This is an optimization exercise on Yosys and OpenROAD, whose aim is small area, a short achievable clock period and few clock cycles per item, not a production implementation.
At most, simulation tests tie the RTL to the original design; equivalence was not proved.

## job 1022
Design alpha_gain_position_tracker, start of the top module:
module alpha_gain_position_tracker (
  input  wire logic                 clk,
  input  wire logic                 rst_n,
  input  wire logic                 cfg_we,
  input  wire logic [1:0]           cfg_index,
  input  wire logic [15:0]          cfg_data,
  input  wire logic                 in_valid,
  output logic                      in_stall,
  input  wire logic [32:0]          in_data,
  output logic                      out_valid,
  input  wire logic                 out_stall,
  output logic [32:0]               out_data
);
Size in the first run: roughly 91 I/O pins, ~46000 um^2 of cells after synthesis.
==> flow/config.mk <==
export PLATFORM = sky130hd
export DESIGN_NAME = alpha_gain_position_tracker
export DESIGN_NICKNAME = alpha_gain_position_tracker
export VERILOG_FILES = /design/flow/design.v
export SDC_FILE = /design/flow/constraint.sdc
export NUM_CORES = 4
export LEC_CHECK = 0
export ABC_AREA = 1
export CAP_MARGIN = 0
export CORE_MARGIN = 2
export CORE_UTILIZATION = 50
export PLACE_DENSITY = 0.75
export SETUP_SLACK_MARGIN = 4.5
export SLEW_MARGIN = 0
==> flow/constraint.sdc <==
create_clock -name core_clock -period 10.5 [get_ports {clk}]
set_input_delay 2.1000 -clock core_clock [delete_from_list [all_inputs] [get_ports {clk}]]
set_output_delay 2.1000 -clock core_clock [all_outputs]
set_load 0.01 [all_outputs]
run.sh (not shown) runs the stock make flow with config.mk's settings and CLKGATE_MAP_FILE= SYNTH_SCRIPT=/design/flow/synth_recipe.tcl, a recipe that flattens the netlist after the stock synthesis.
Testbench counts of job 1022, summed over its fixed seeds: cycles 17,844, frames 3,200.
--- input diff job 1022..job 9344 ---
Settings: CAP_MARGIN now 20, was 0; SLEW_MARGIN now 20, was 0; PLACE_DENSITY no longer set, was 0.75.
Findings:
- Setup slack in job 9344 is 0.034 ns lower than in job 1022
- Initial antenna violation count was lower in the run labelled job 1022.
- Of the two values seen for termination of the worst setup path, out_data[23] was produced by job 1022 and prod_r[40]$_DFF_P_ by job 9344.
- Compared to job 1022, the routing of job 9344 uses more wire.
- Job 9344 and job 1022 ended up with nearly the same instance area after placement.
Changes in job 6118 relative to job 9344:
Settings: SLEW_MARGIN now 5, was 20; CAP_MARGIN now 5, was 20; PLACE_DENSITY now 0.75, previously not set.
Delta (job 6118 minus job 9344): clock network area share moved down; worst hold slack moved up; design area moved down.

alpha_gain_position_tracker, a different RTL version from the one above (not shown whole).
Size in the first run: ~6700 cells after synthesis, ~340 flip-flops, ~46000 sq um of cells after synthesis.
clock: 10.5 ns
lec_check: 0
abc_area: 1
cap_margin: 20
core_margin: 2
core_utilization: 50
setup_slack_margin: 4.2
slew_margin: 20
Rerun with:
- ABC_AREA: 1 -> unset
- SETUP_SLACK_MARGIN: 4.2 -> 4.5
=> Final area rises slightly; routed wire length falls by a little under a tenth; global-route usage falls by 1.2 points.
Rerun with:
- ABC_AREA: unset -> 1
The new run completed without violations.
Final area is about the same.
Maximum frequency grows by 2.9%.
First-iteration DRC count grows by 26%.
Global-route usage grows by 1.4 points.
Wire length grows by 9.9%.
Area after synthesis grows by 6.8%.
Rerun with:
- PLACE_DENSITY: unset -> 0.75
What happened: First-iteration DRC count increases by 1.3%; wire length decreases by 4.1%; non-clock buffer count increases by 5; critical path depth increases by 13; via count increases by 1.3%; global-route usage decreases by 1.7 points; cell count stays flat; maximum frequency increases by 0.78%.
No run of this note included a check of the RTL's function; only the layout flow was run.

Setup of v6:
alpha_gain_position_tracker with an RTL version that a note above also has.
Size in the first run: roughly 6600 cells after synthesis, ~340 flip-flops, ~0.046 mm2 of cells after synthesis.
// alpha_gain_position_tracker
module alpha_gain_position_tracker (
  input  wire logic                 clk,
  input  wire logic                 rst_n,
  input  wire logic                 cfg_we,
  input  wire logic [1:0]           cfg_index,
  input  wire logic [15:0]          cfg_data,
  input  wire logic                 in_valid,
  output logic                      in_stall,
  input  wire logic [32:0]          in_data,
  output logic                      out_valid,
  input  wire logic                 out_stall,
  output logic [32:0]               out_data
);
Settings: LEC_CHECK=0, ABC_AREA=1, CAP_MARGIN=5, CORE_MARGIN=2, CORE_UTILIZATION=60, PLACE_DENSITY=0.75, SETUP_SLACK_MARGIN=4.5, SLEW_MARGIN=5; clock period 10.5 ns.
v6 closes out successfully: all stages finished, all timing, DRC and antenna checks passed.
Testbench counts of v6, summed over its fixed seeds: cycles 17,844, frames 3,200.
Here is what was changed in the inputs of v7 compared with v6.
-- flow/config.mk --
<<< v6, line 9
export CAP_MARGIN = 5
export CORE_MARGIN = 2
export CORE_UTILIZATION = 60
export PLACE_DENSITY = 0.75
export SETUP_SLACK_MARGIN = 4.5
export SLEW_MARGIN = 5
>>> v7, line 9
export CAP_MARGIN = 5
export CORE_MARGIN = 2
export CORE_UTILIZATION = 50
export PLACE_DENSITY = 0.75
export SETUP_SLACK_MARGIN = 4.7
export SLEW_MARGIN = 5
export TNS_END_PERCENT = 20
Findings:
- v7 ended up with pos_r[0][7] as its critical path launch point; v6 ended up with pos_r[1][7].
- v7 against v6: number of placement rows increased 9, total length of routed wires increased about 1%, final critical-path setup slack increased 0.15 ns.

== north ==
Another version of the RTL of alpha_gain_position_tracker (not shown whole).
For scale: ~5200 cells after synthesis, about 320 flip-flops, ~42000 sq um of cells after synthesis.
Settings: LEC_CHECK=0, CAP_MARGIN=20, CORE_MARGIN=2, CORE_UTILIZATION=50, SETUP_SLACK_MARGIN=3.5, SLEW_MARGIN=20; clock period 10.5 ns.
## Diff of input files: south against north
# north
export LEC_CHECK = 0
export CAP_MARGIN = 20
export CORE_MARGIN = 2
export CORE_UTILIZATION = 50
export SETUP_SLACK_MARGIN = 3.5
export SLEW_MARGIN = 20
create_clock -name core_clock -period 10.5 [get_ports {clk}]
# south
export LEC_CHECK = 0
export CAP_MARGIN = 20
export CORE_MARGIN = 2
export CORE_UTILIZATION = 50
export SLEW_MARGIN = 20
create_clock -name core_clock -period 10.5 [get_ports {clk}]
[summary]
Run comparison: south uppermost signal routing layer after detailed routing met5; north uppermost signal routing layer after detailed routing met4. Between north and south, layout overhead on the synthesized area decreased. As far as maximum buffer depth of the clock tree goes, south and north are indistinguishable; the numbers are identical. Taking north as the reference point, the global-route usage of south falls by 1.7 points. Per the comparison of south with north, largest fanout on the critical path shows an increase of 22, pre-CTS worst setup slack now sits lower. south — routed length on met3 about 7.5% lower, north as reference. The non-clock buffer contribution to total cell area reported for south is smaller than that of north by 3.5 points.
No run of this note included a check of the RTL's function; only the layout flow was run.

-- static timing again, ports no longer ideal --
How much do the figures lean on ideal ports? The routed layouts below were timed once more, with nothing changed but the port constraints.
Step 1 (the two cells are an assumption about what drives the block):
set clk [get_ports {clk}]
set_driving_cell -lib_cell sky130_fd_sc_hd__clkbuf_16 $clk
set_driving_cell -lib_cell sky130_fd_sc_hd__buf_2 [delete_from_list [all_inputs] $clk]
Step 2 also shifts input and output timing later by t, the mid clock arrival at the registers, as if the neighbouring blocks saw the same clock.
a / b / c = ideal / step 1 / step 2; a / b = the first two.
| run | t (ns) | setup slack, ns | worst register clock-pin slew, ns | worst slew at a driven data input, ns |
|---|---|---|---|---|
| job 1022 | 0.653 | 4.617 / 4.556 / 4.341 | 0.07 / 0.07 | 0.06 |
| job 9344 | 0.665 | 4.582 / 4.550 / 4.174 | 0.07 / 0.07 | 0.04 |
| job 6118 | 0.653 | 4.617 / 4.556 / 4.341 | 0.07 / 0.07 | 0.06 |
| the first run of note 2 | 0.649 | 4.326 / 4.260 / 4.171 | 0.07 / 0.07 | 0.06 |
| the second run of note 2 | 0.629 | 4.337 / 4.337 / 4.288 | 0.07 / 0.07 | 0.08 |
| the third run of note 2 | 0.651 | 4.510 / 4.481 / 4.136 | 0.07 / 0.07 | 0.05 |
| the fourth run of note 2 | 0.637 | 4.557 / 4.492 / 4.236 | 0.07 / 0.07 | 0.05 |
| v6 | 0.656 | 4.547 / 4.481 / 4.225 | 0.07 / 0.07 | 0.07 |
| v7 | 0.654 | 4.701 / 4.641 / 4.344 | 0.07 / 0.07 | 0.06 |
| north | 0.641 | 2.774 / 2.774 / 2.774 | 0.07 / 0.07 | 0.04 |
| south | 0.641 | 0.697 / 0.697 / 0.697 | 0.07 / 0.07 | 0.05 |
After both steps setup and hold are still met in every run listed. The setup slack of job 9344, which loses most, moves by -0.032 ns with the drivers and by -0.408 ns with both steps.
